Context: an optimization exercise on an open-source flow, tuned for a short achievable clock period and few clock cycles. The choices shown serve that exercise and are no tape-out recipe. Only simulation tests tie the RTL to the original design; equivalence was not proved. Power figures rest on the tool's default switching activity, not on a simulated workload.

**run.sh**
```bash
#!/bin/bash
# synth_recipe.tcl (not shown) runs the flow's synth.tcl, then flattens the netlist and writes it again
# the make line also repeats each setting of config.mk as NAME=value (left out here)
make -C /OpenROAD-flow-scripts/flow DESIGN_CONFIG=/design/flow/config.mk WORK_HOME=/design/flow/orfs CLKGATE_MAP_FILE= SYNTH_SCRIPT=/design/flow/synth_recipe.tcl finish
```
**config.mk**
```make
export PLATFORM = sky130hd
export DESIGN_NAME = rvPipeline
export DESIGN_NICKNAME = rvPipeline
export VERILOG_FILES = /design/flow/design.v
export SDC_FILE = /design/flow/constraint.sdc
export NUM_CORES = 4
export LEC_CHECK = 0
export ABC_CLOCK_PERIOD_IN_PS = 2500
export CAP_MARGIN = 20
export CORE_MARGIN = 2
export CORE_UTILIZATION = 40
export SETUP_SLACK_MARGIN = 5
export SLEW_MARGIN = 20
export TNS_END_PERCENT = 100
```
**constraint.sdc**
```tcl
create_clock -name core_clock -period 8.0 [get_ports {clk}]
set_input_delay 1.6000 -clock core_clock [delete_from_list [all_inputs] [get_ports {clk}]]
set_output_delay 1.6000 -clock core_clock [all_outputs]
set_load 0.01 [all_outputs]
```
**design.v**
```verilog
package rvPkg;
    typedef logic [31:0] word_t;
    typedef logic [4:0]  regAddr_t;
    localparam logic [6:0] opOp    = 7'b0110011;
    localparam logic [6:0] opOpImm = 7'b0010011;
    localparam logic [6:0] opLoad  = 7'b0000011;
    localparam logic [6:0] opStore = 7'b0100011;
    localparam logic [2:0] f3Word  = 3'b010;
    localparam int aluAdd  = 0;
    localparam int aluSub  = 1;
    localparam int aluAnd  = 2;
    localparam int aluOr   = 3;
    localparam int aluXor  = 4;
    localparam int aluSll  = 5;
    localparam int aluSrl  = 6;
    localparam int aluSra  = 7;
    localparam int aluSlt  = 8;
    localparam int aluSltu = 9;
    localparam int aluOps  = 10;
endpackage
`timescale 1ns/1ns
module fetchDecode (
    input  logic        clk,
    input  logic        rst,
    input  logic        run,
    input  logic        progWrite,
    input  logic [5:0]  progAddr,
    input  logic [31:0] progData,
    input  logic        stall,
    output logic        dValid,
    output logic [4:0]  dRs1,
    output logic [4:0]  dRs2,
    output logic [4:0]  dRd,
    output logic        dWr,
    output logic        dLoad,
    output logic        dStore,
    output logic        dUseImm,
    output logic [31:0] dImm,
    output logic [9:0]  dAluOp
);
    logic        pwQ;
    logic [5:0]  paQ;
    logic [31:0] pdQ;
    logic [63:0][31:0] imem;
    always_ff @(posedge clk) begin
        pwQ <= progWrite && !run;
        paQ <= progAddr;
        pdQ <= progData;
    end
    genvar gi;
    generate
        for (gi = 0; gi < 64; gi++) begin : gImem
            always_ff @(posedge clk) begin
                if (pwQ && paQ == gi) imem[gi] <= pdQ;
            end
        end
    endgenerate
    logic       fetchOn;
    logic [5:0] pc;
    logic       f1Valid;
    logic [2:0] f1Hi;
    logic [7:0][31:0] f1Cand, cand;
    always_ff @(posedge clk) begin
        fetchOn <= run && !rst;
        if (!run) begin
            pc <= '0;
        end else if (fetchOn && !stall) begin
            pc <= pc + 1'b1;
        end
    end
    generate
        for (gi = 0; gi < 8; gi++) begin : gCand
            assign cand[gi] = imem[{3'(gi), pc[2:0]}];
        end
    endgenerate
    always_ff @(posedge clk) begin
        if (rst) begin
            f1Valid <= 1'b0;
        end else if (!stall) begin
            f1Valid <= fetchOn;
        end
    end
    always_ff @(posedge clk) begin
        if (!stall) begin
            f1Cand <= cand;
            f1Hi   <= pc[5:3];
        end
    end
    logic [31:0] ins;
    logic [6:0]  opcode;
    logic [2:0]  f3;
    logic isOp, isOpImm, alt;
    assign ins     = f1Cand[f1Hi];
    assign opcode  = ins[6:0];
    assign f3      = ins[14:12];
    assign isOp    = opcode == rvPkg::opOp;
    assign isOpImm = opcode == rvPkg::opOpImm;
    assign dLoad   = opcode == rvPkg::opLoad  && f3 == rvPkg::f3Word;
    assign dStore  = opcode == rvPkg::opStore && f3 == rvPkg::f3Word;
    assign dValid  = f1Valid;
    assign dRd     = ins[11:7];
    assign dWr     = (isOp || isOpImm || dLoad) && ins[11:7] != 5'd0;
    assign dRs1    = (isOp || isOpImm || dLoad || dStore) ? ins[19:15] : 5'd0;
    assign dRs2    = (isOp || dStore) ? ins[24:20] : 5'd0;
    assign dUseImm = !isOp;
    assign dImm    = dStore ? {{20{ins[31]}}, ins[31:25], ins[11:7]}
                            : {{20{ins[31]}}, ins[31:20]};
    assign alt     = ins[30] && (isOp || f3 == 3'b101);
    always_comb begin
        dAluOp = '0;
        if (isOp || isOpImm) begin
            case (f3)
                3'b000: dAluOp[alt ? rvPkg::aluSub : rvPkg::aluAdd] = 1'b1;
                3'b001: dAluOp[rvPkg::aluSll]  = 1'b1;
                3'b010: dAluOp[rvPkg::aluSlt]  = 1'b1;
                3'b011: dAluOp[rvPkg::aluSltu] = 1'b1;
                3'b100: dAluOp[rvPkg::aluXor]  = 1'b1;
                3'b101: dAluOp[alt ? rvPkg::aluSra : rvPkg::aluSrl] = 1'b1;
                3'b110: dAluOp[rvPkg::aluOr]   = 1'b1;
                default: dAluOp[rvPkg::aluAnd] = 1'b1;
            endcase
        end else begin
            dAluOp[rvPkg::aluAdd] = 1'b1;
        end
    end
endmodule
`timescale 1ns/1ns
module hazardForward (
    input  logic [4:0] rs,
    input  logic       eWr,
    input  logic [4:0] eRd,
    input  logic       mWr,
    input  logic [4:0] mRd,
    input  logic       wWr,
    input  logic [4:0] wRd,
    output logic       fromE,
    output logic       fromM,
    output logic       fromW
);
    assign fromE = eWr && eRd == rs;
    assign fromM = !fromE && mWr && mRd == rs;
    assign fromW = !fromE && !fromM && wWr && wRd == rs;
endmodule
`timescale 1ns/1ns
module aluExecute (
    input  logic [31:0] a,
    input  logic [31:0] b,
    input  logic [9:0]  op,
    output logic [31:0] sum,
    output logic [31:0] res
);
    logic [32:0] diff;
    logic [4:0]  shamt;
    logic [31:0] sll, sr;
    logic lt, ltu;
    assign shamt = b[4:0];
    assign sum   = a + b;
    assign diff  = {1'b0, a} - {1'b0, b};
    assign ltu   = diff[32];
    assign lt    = (a[31] != b[31]) ? a[31] : diff[31];
    assign sll   = a << shamt;
    assign sr    = 32'($signed({op[rvPkg::aluSra] & a[31], a}) >>> shamt);
    assign res = ({32{op[rvPkg::aluAdd]}}  & sum)
               | ({32{op[rvPkg::aluSub]}}  & diff[31:0])
               | ({32{op[rvPkg::aluAnd]}}  & (a & b))
               | ({32{op[rvPkg::aluOr]}}   & (a | b))
               | ({32{op[rvPkg::aluXor]}}  & (a ^ b))
               | ({32{op[rvPkg::aluSll]}}  & sll)
               | ({32{op[rvPkg::aluSrl] | op[rvPkg::aluSra]}} & sr)
               | {31'b0, (op[rvPkg::aluSlt] & lt) | (op[rvPkg::aluSltu] & ltu)};
endmodule
`timescale 1ns/1ns
module memWriteback (
    input  logic        clk,
    input  logic [5:0]  addr,
    input  logic        we,
    input  logic [31:0] wdata,
    output logic [31:0] rdata
);
    logic [63:0][31:0] dmem;
    genvar gi;
    generate
        for (gi = 0; gi < 64; gi++) begin : gDmem
            always_ff @(posedge clk) begin
                if (we && addr == gi) dmem[gi] <= wdata;
            end
        end
    endgenerate
    assign rdata = dmem[addr];
endmodule
`timescale 1ns/1ns
module rvPipeline #(
    parameter int imemAddrBits = 6,
    parameter int dmemAddrBits = 6
) (
    input  logic                    clk,
    input  logic                    rst,
    input  logic                    run,
    input  logic                    progWrite,
    input  logic [imemAddrBits-1:0] progAddr,
    input  rvPkg::word_t            progData,
    output logic                    wbValid,
    output rvPkg::regAddr_t         wbReg,
    output rvPkg::word_t            wbData
);
    logic        stall;
    logic        dValid, dWr, dLoad, dStore, dUseImm;
    logic [4:0]  dRs1, dRs2, dRd;
    logic [31:0] dImm;
    logic [9:0]  dAluOp;
    fetchDecode fetchDecodeInst (
        .clk(clk), .rst(rst), .run(run),
        .progWrite(progWrite), .progAddr(progAddr), .progData(progData),
        .stall(stall),
        .dValid(dValid), .dRs1(dRs1), .dRs2(dRs2), .dRd(dRd), .dWr(dWr),
        .dLoad(dLoad), .dStore(dStore), .dUseImm(dUseImm), .dImm(dImm),
        .dAluOp(dAluOp)
    );
    logic        rValid, rWr, rLoad, rStore, rUseImm;
    logic [4:0]  rRs1, rRs2, rRd;
    logic [31:0] rImm;
    logic [9:0]  rAluOp;
    logic        eValid, eWr, eLoad, eStore;
    logic [4:0]  eRd;
    logic [9:0]  eAluOp;
    logic [31:0] eOpA, eOpB, eOpS;
    logic        eFwdA, eFwdB, eFwdS;
    logic        mValid, mWr, mLoad, mStore;
    logic [4:0]  mRd;
    logic [31:0] mResult, mStoreData;
    logic [5:0]  mAddr;
    logic        wValid;
    logic [4:0]  wRd;
    logic [31:0] wValue;
    logic [31:1] wEn;
    logic loadUse;
    assign loadUse = dValid && rValid && rLoad && rWr &&
                     (dRs1 == rRd || dRs2 == rRd);
    always_ff @(posedge clk) begin
        if (rst) stall <= 1'b0;
        else     stall <= loadUse && !stall;
    end
    always_ff @(posedge clk) begin
        if (rst) begin
            rValid <= 1'b0;
        end else if (!stall) begin
            rValid <= dValid;
        end
    end
    always_ff @(posedge clk) begin
        if (!stall) begin
            rWr     <= dWr;
            rLoad   <= dLoad;
            rStore  <= dStore;
            rUseImm <= dUseImm;
            rRs1    <= dRs1;
            rRs2    <= dRs2;
            rRd     <= dRd;
            rImm    <= dImm;
            rAluOp  <= dAluOp;
        end
    end
    logic [31:1][31:0] regs;
    logic [31:0][31:0] rfView;
    logic [31:0] rf1, rf2, mValue;
    logic aE, aM, aW, bE, bM, bW;
    logic eWrV, mWrV;
    assign rfView = {regs, 32'h0};
    assign rf1 = rfView[rRs1];
    assign rf2 = rfView[rRs2];
    assign eWrV = eValid && eWr;
    assign mWrV = mValid && mWr;
    hazardForward hazA (
        .rs(rRs1), .eWr(eWrV), .eRd(eRd), .mWr(mWrV), .mRd(mRd),
        .wWr(wValid), .wRd(wRd),
        .fromE(aE), .fromM(aM), .fromW(aW)
    );
    hazardForward hazB (
        .rs(rRs2), .eWr(eWrV), .eRd(eRd), .mWr(mWrV), .mRd(mRd),
        .wWr(wValid), .wRd(wRd),
        .fromE(bE), .fromM(bM), .fromW(bW)
    );
    logic [31:0] valA, valB;
    assign valA = aM ? mValue : aW ? wValue : rf1;
    assign valB = bM ? mValue : bW ? wValue : rf2;
    always_ff @(posedge clk) begin
        if (rst) begin
            eValid <= 1'b0;
        end else begin
            eValid <= rValid && !stall;
        end
    end
    always_ff @(posedge clk) begin
        eWr    <= rWr;
        eLoad  <= rLoad;
        eStore <= rStore;
        eRd    <= rRd;
        eAluOp <= rAluOp;
        eOpA   <= valA;
        eOpB   <= rUseImm ? rImm : valB;
        eOpS   <= valB;
        eFwdA  <= aE;
        eFwdB  <= bE && !rUseImm;
        eFwdS  <= bE;
    end
    logic [31:0] opA, opB, aluSum, aluRes;
    assign opA = eFwdA ? mResult : eOpA;
    assign opB = eFwdB ? mResult : eOpB;
    aluExecute aluExecuteInst (
        .a(opA), .b(opB), .op(eAluOp), .sum(aluSum), .res(aluRes)
    );
    always_ff @(posedge clk) begin
        if (rst) begin
            mValid <= 1'b0;
        end else begin
            mValid <= eValid;
        end
    end
    always_ff @(posedge clk) begin
        mWr        <= eWr;
        mLoad      <= eLoad;
        mStore     <= eStore;
        mRd        <= eRd;
        mResult    <= aluRes;
        mAddr      <= aluSum[7:2];
        mStoreData <= eFwdS ? mResult : eOpS;
    end
    logic [31:0] loadWord;
    memWriteback memWritebackInst (
        .clk(clk), .addr(mAddr), .we(mValid && mStore),
        .wdata(mStoreData), .rdata(loadWord)
    );
    assign mValue = mLoad ? loadWord : mResult;
    always_ff @(posedge clk) begin
        if (rst) begin
            wbValid <= 1'b0;
        end else begin
            wbValid <= mWrV;
        end
    end
    always_ff @(posedge clk) begin
        wbReg  <= mRd;
        wbData <= mValue;
    end
    assign wValid = wbValid;
    always_ff @(posedge clk) begin
        if (mWrV) begin
            wRd    <= mRd;
            wValue <= mValue;
        end
    end
    genvar gi;
    generate
        for (gi = 1; gi < 32; gi++) begin : gWen
            always_ff @(posedge clk) begin
                if (rst) wEn[gi] <= 1'b0;
                else     wEn[gi] <= mWrV && mRd == gi;
            end
            always_ff @(posedge clk) begin
                if (wEn[gi]) regs[gi] <= wValue;
            end
        end
    endgenerate
endmodule
```
==> impl_metrics.py <==
metrics = {
    "timing": {
        "finalSetupViolations": 0,
        "period_minus_slack_ps": 4580,
        "fin_crit_sh": 0.573,
        "hold_violations": 0,
        "skew_ps": 74.3,
        "rsz0062_at_grt": "true",
        "slew_viol_final": 0,
        "tightest_slew_ps": 1180,
        "fmax_ghz": 0.218,
        "relSlewSlack": 0.202,
        "setup_tns_ps": 0,
    },
    "die": {
        "die_x_um": 763,
        "initial_core_util": 0.402,
        "io_pins": 80,
        "die_area_sq_um": 582000,
        "coreArea_sq_um": 574000,
        "rows": 278,
        "die_h_um": 763,
    },
    "yosys": {
        "synth_area_leaders": "edfxtp_1, mux4_2, dfxtp_1, mux2_2, mux2i_1",
        "yosys.area_share.simple": 0.0158,
        "synth-seq-area-share": 0.734,
        "synth_seq_cells": 5740,
        "yosys-mux-area-fraction": 0.209,
        "syn_avg_cell_area_sq_um": 21.5,
        "syn-instance-count": 10700,
        "synthAdderAreaFrac": 0.00558,
        "synth_top_area_frac": 0.707,
        "netlist_area_sq_um": 231000,
        "synth_top_family_by_area": "multiplexers",
        "yosysTopAreaCell": "edfxtp_1",
        "synth-compound-area-share": 0.0204,
        "synth.distinct_cells": 74,
        "synth_warnings": 3,
        "synth_flop_cell": "edfxtp_1",
        "synth_xor_area_frac": 0.00232,
        "postSynth.asyncResetShare": 0,
        "syn_nets": 10800,
        "synth_edf_count": 5425,
    },
    "clock_tree": {
        "clk_path_buf_depth": 4,
        "cts_tree": "done",
        "cts.sinks": 5740,
        "worstSkewPairLatency_ps": 1090,
        "cts_buffers": 599,
        "root_buffer": "clkbuf_16",
        "path_clk_slew_ps": 60,
        "htreeDepth": 6,
    },
    "placed_design": {
        "gp_congestion": 0.903,
        "dp_cells": 18000,
        "dp_hpwl_mm": 344,
        "portBuffers": 79,
    },
    "pwr": {
        "clkPwrFrac": 0.420,
        "p_seq_frac": 0.519,
        "p_int_w": 0.0499,
        "switchingPower_w": 0.0140,
        "p_per_area_nw_per_um2": 236,
        "p_leak_nw": 80.1,
        "sw_frac_of_total": 0.219,
        "comb_power_share": 0.061,
        "vdd.ir_drop.worst_mv": 0.237,
    },
    "min_path": {
        "min_path_type": "register to register",
        "worstHoldStart": "rAluOp[3]",
        "holdPathEnd": "eAluOp[3]",
        "min_delay_path_depth": 0,
    },
    "global_routing": {
        "grt_pass1_vias": 120000,
        "gr-usage-all-layers": 0.223,
        "grt_max_degree": 126,
        "antenna_found_initial": 38,
        "overflow": 0,
        "grt_pass1_wl_mm": 924,
    },
    "critical_path": {
        "r2r_end": "mResult[31]",
        "cp_max_fo": 7,
        "start_kind": "register",
        "worst_ep_required_time_ps": 8900,
        "r2r_setup_slack_ps": 3420,
        "rr_startpoint": "eFwdA",
        "arrival_ps": 5480,
        "reg2reg_depth": 20,
        "end_kind": "register",
        "path_class": "register to register",
    },
    "layout": {
        "nFillCells": 46300,
        "final_nets": 11600,
        "fin_cells": 19500,
        "area_growth_pct": 17.5,
        "layout_commonest_cell": "edfxtp_1",
        "drive_gt1_frac": 0.377,
        "multiInputGateArea_sq_um": 62000,
        "final-seq-area_sq_um": 170000,
        "layout_common_cells": "edfxtp_1, mux4_2, clkbuf_16",
    },
    "status": {
        "status": "complete, no violations",
    },
    "detailed_routing": {
        "num_vias": 118000,
        "drc": 0,
        "vias_per_cell": 6.04,
        "dr.pass1.iters": 8,
        "drtAntennaViolNets": 0,
        "drt-total-wl_mm": 664,
        "drtIter0Drc": 15400,
        "routedWlPerCell_um": 34.0,
    },
    "run": {
        "maxCapViolCount": 0,
    },
}
[flip-flops by register name, summed over array words and instances, names as in the netlist, 12 cells and up]
register and cells:
eOpS 32, mStoreData 32, regs 992, wEn 31, wValue 32, wbData 32
eOpA 32, fetchDecodeInst.imem 2048, memWritebackInst.dmem 2048, rImm 12, fetchDecodeInst.pdQ 32, eOpB 32
mResult 32, fetchDecodeInst.f1Cand 256
[worst max-delay path by stage]
| stage | from | end | slack (ps) | cells after the start |
|---|---|---|---|---|
| finish | eFwdA | mResult[31] | 3420 | 20 |
| global route | eFwdA | mResult[31] | 3290 | 21 |
| CTS | eFwdA | mResult[31] | 3490 | 18 |
| detailed placement | eFwdA | mResult[31] | 2170 | 18 |
| global placement | eFwdA | mResult[31] | 1970 | 18 |
| floorplan | stall | fetchDecodeInst.f1Cand[0] | 2760 | 1 |
[stage by stage]
stage | worst slack [ps] | power (W) | util | cell area, sq um | hold WS [ps]
6_report | 3420 | 0.0639 | 0.472 | 271000 | 341
5_1_grt | 3290 | 0.0657 | 0.472 | 271000 | 346
4_1_cts | 3490 | 0.0643 | 0.469 | 269000 | 340
3_5_place_dp | 2170 | 0.0368 | 0.423 | 242000 | 327
3_3_place_gp | 1970 | 0.0368 | 0.423 | 242000 | 325
2_1_floorplan | 2760 | 0.0357 | - | 232000 | 310
[per-layer routing]
metal / part of all wire / GRT usage / vias to the layer above
met5: 0.00010 / 0 / -
met4: 0.038 / 0.0752 / 10
met3: 0.083 / 0.0354 / 1079
met2: 0.47 / 0.354 / 5940
met1: 0.41 / 0.318 / 64200
li1: - / - / 46700
[cells in the mapped netlist (all sizes together) (26+ instances only)]
cell type  number
a22o           64
mux2          470
a21oi         246
o21ai         161
mux2i         193
inv           116
o211ai         31
nor3           32
ha             98
edfxtp       5425
nand2         249
nor2          383
dfxtp         315
xnor2          37
a211oi         26
clkbuf        411
nand3          39
buf           226
mux4         1817
[worst max-delay path, cell delays in order (launching register included)]
cell       delay (ps)
dfxtp_4           430
buf_6             130
mux2i_4           250
buf_6             130
ha_4              210
or2_4             280
a221oi_4          350
o41ai_4            90
buf_4             180
a211oi_4          390
a221oi_4          130
o21ba_4           230
o22ai_4           150
a221oi_4          110
o21bai_2          220
a21o_1            160
fa_1              430
a2bb2oi_2         170
o2111ai_2         120
a21oi_2           160
o311ai_1          110
[power by group through the flow]
stage	clock network (W)	registers (W)	logic [W]
after floorplan	0	0.0337	0.00201
after global placement	0	0.0338	0.00295
after detailed placement	0	0.0338	0.00298
after CTS	0.0273	0.0332	0.00381
after global routing	0.0285	0.0332	0.00407
final	0.0269	0.0332	0.00390
[repair_timing]
| item | in CTS | in global routing |
|---|---|---|
| pin swaps | 71 | 72 |
| hold buffers | 0 | 0 |
| endpoints found under the setup margin | 2385 | 367 |
| resized for setup | 916 | 205 |
| gates cloned | 86 | 3 |
| setup buffers | 233 | 58 |
[area by class of cell]
type | count | share of cell area
sequential | 5740 | 0.626
multi-input combinational | 4210 | 0.229
clock buffer | 794 | 0.0605
timing repair buffer | 793 | 0.0383
tap | 7560 | 0.0349
clock inverter | 294 | 0.00934
inverter | 117 | 0.00169
antenna | 23 | 0.000213
timing repair inverter | 1 | 0.0000185
[logic make-up (layout without fill, tap and decap cells)]
kind of cell	after synthesis	count (layout)
buffers and inverters	754	1999
xor gates and xnor gates	61	61
and+or+nand+nor	839	839
other	0	23
muxes	2480	2481
DFF	5740	5740
adders and majority gates	101	101
AOI/OAI and AO/OA	728	728
Testbench counts, summed over its fixed seeds: cycles 30,734.

-- what the ideal ports hide --
Ports are ideal in the flow. The routed layout listed here was re-timed in OpenROAD.
Step 1 sets driving cells, clkbuf_16 on the clock port and buf_2 on the other inputs (assumed; they add their load-dependent delay and slew).
Step 2 also shifts input and output timing later by t, the mid clock arrival at the registers, as if the neighbouring blocks saw the same clock.
a / b / c = no drivers / after step 1 / after step 2; a / b = the first two.
t, ns: 1.168
slack for setup (ns): 3.417 / 3.417 / 3.417
worst hold slack (ns): 0.341 / 0.341 / 0.341
worst register clock-pin slew, ns: 0.07 / 0.07
cell pins on the clock port's net: 1
After both steps this run still meets setup and hold. The setup slack of this run moves by 0.000 ns with the drivers and by 0.000 ns with both steps.
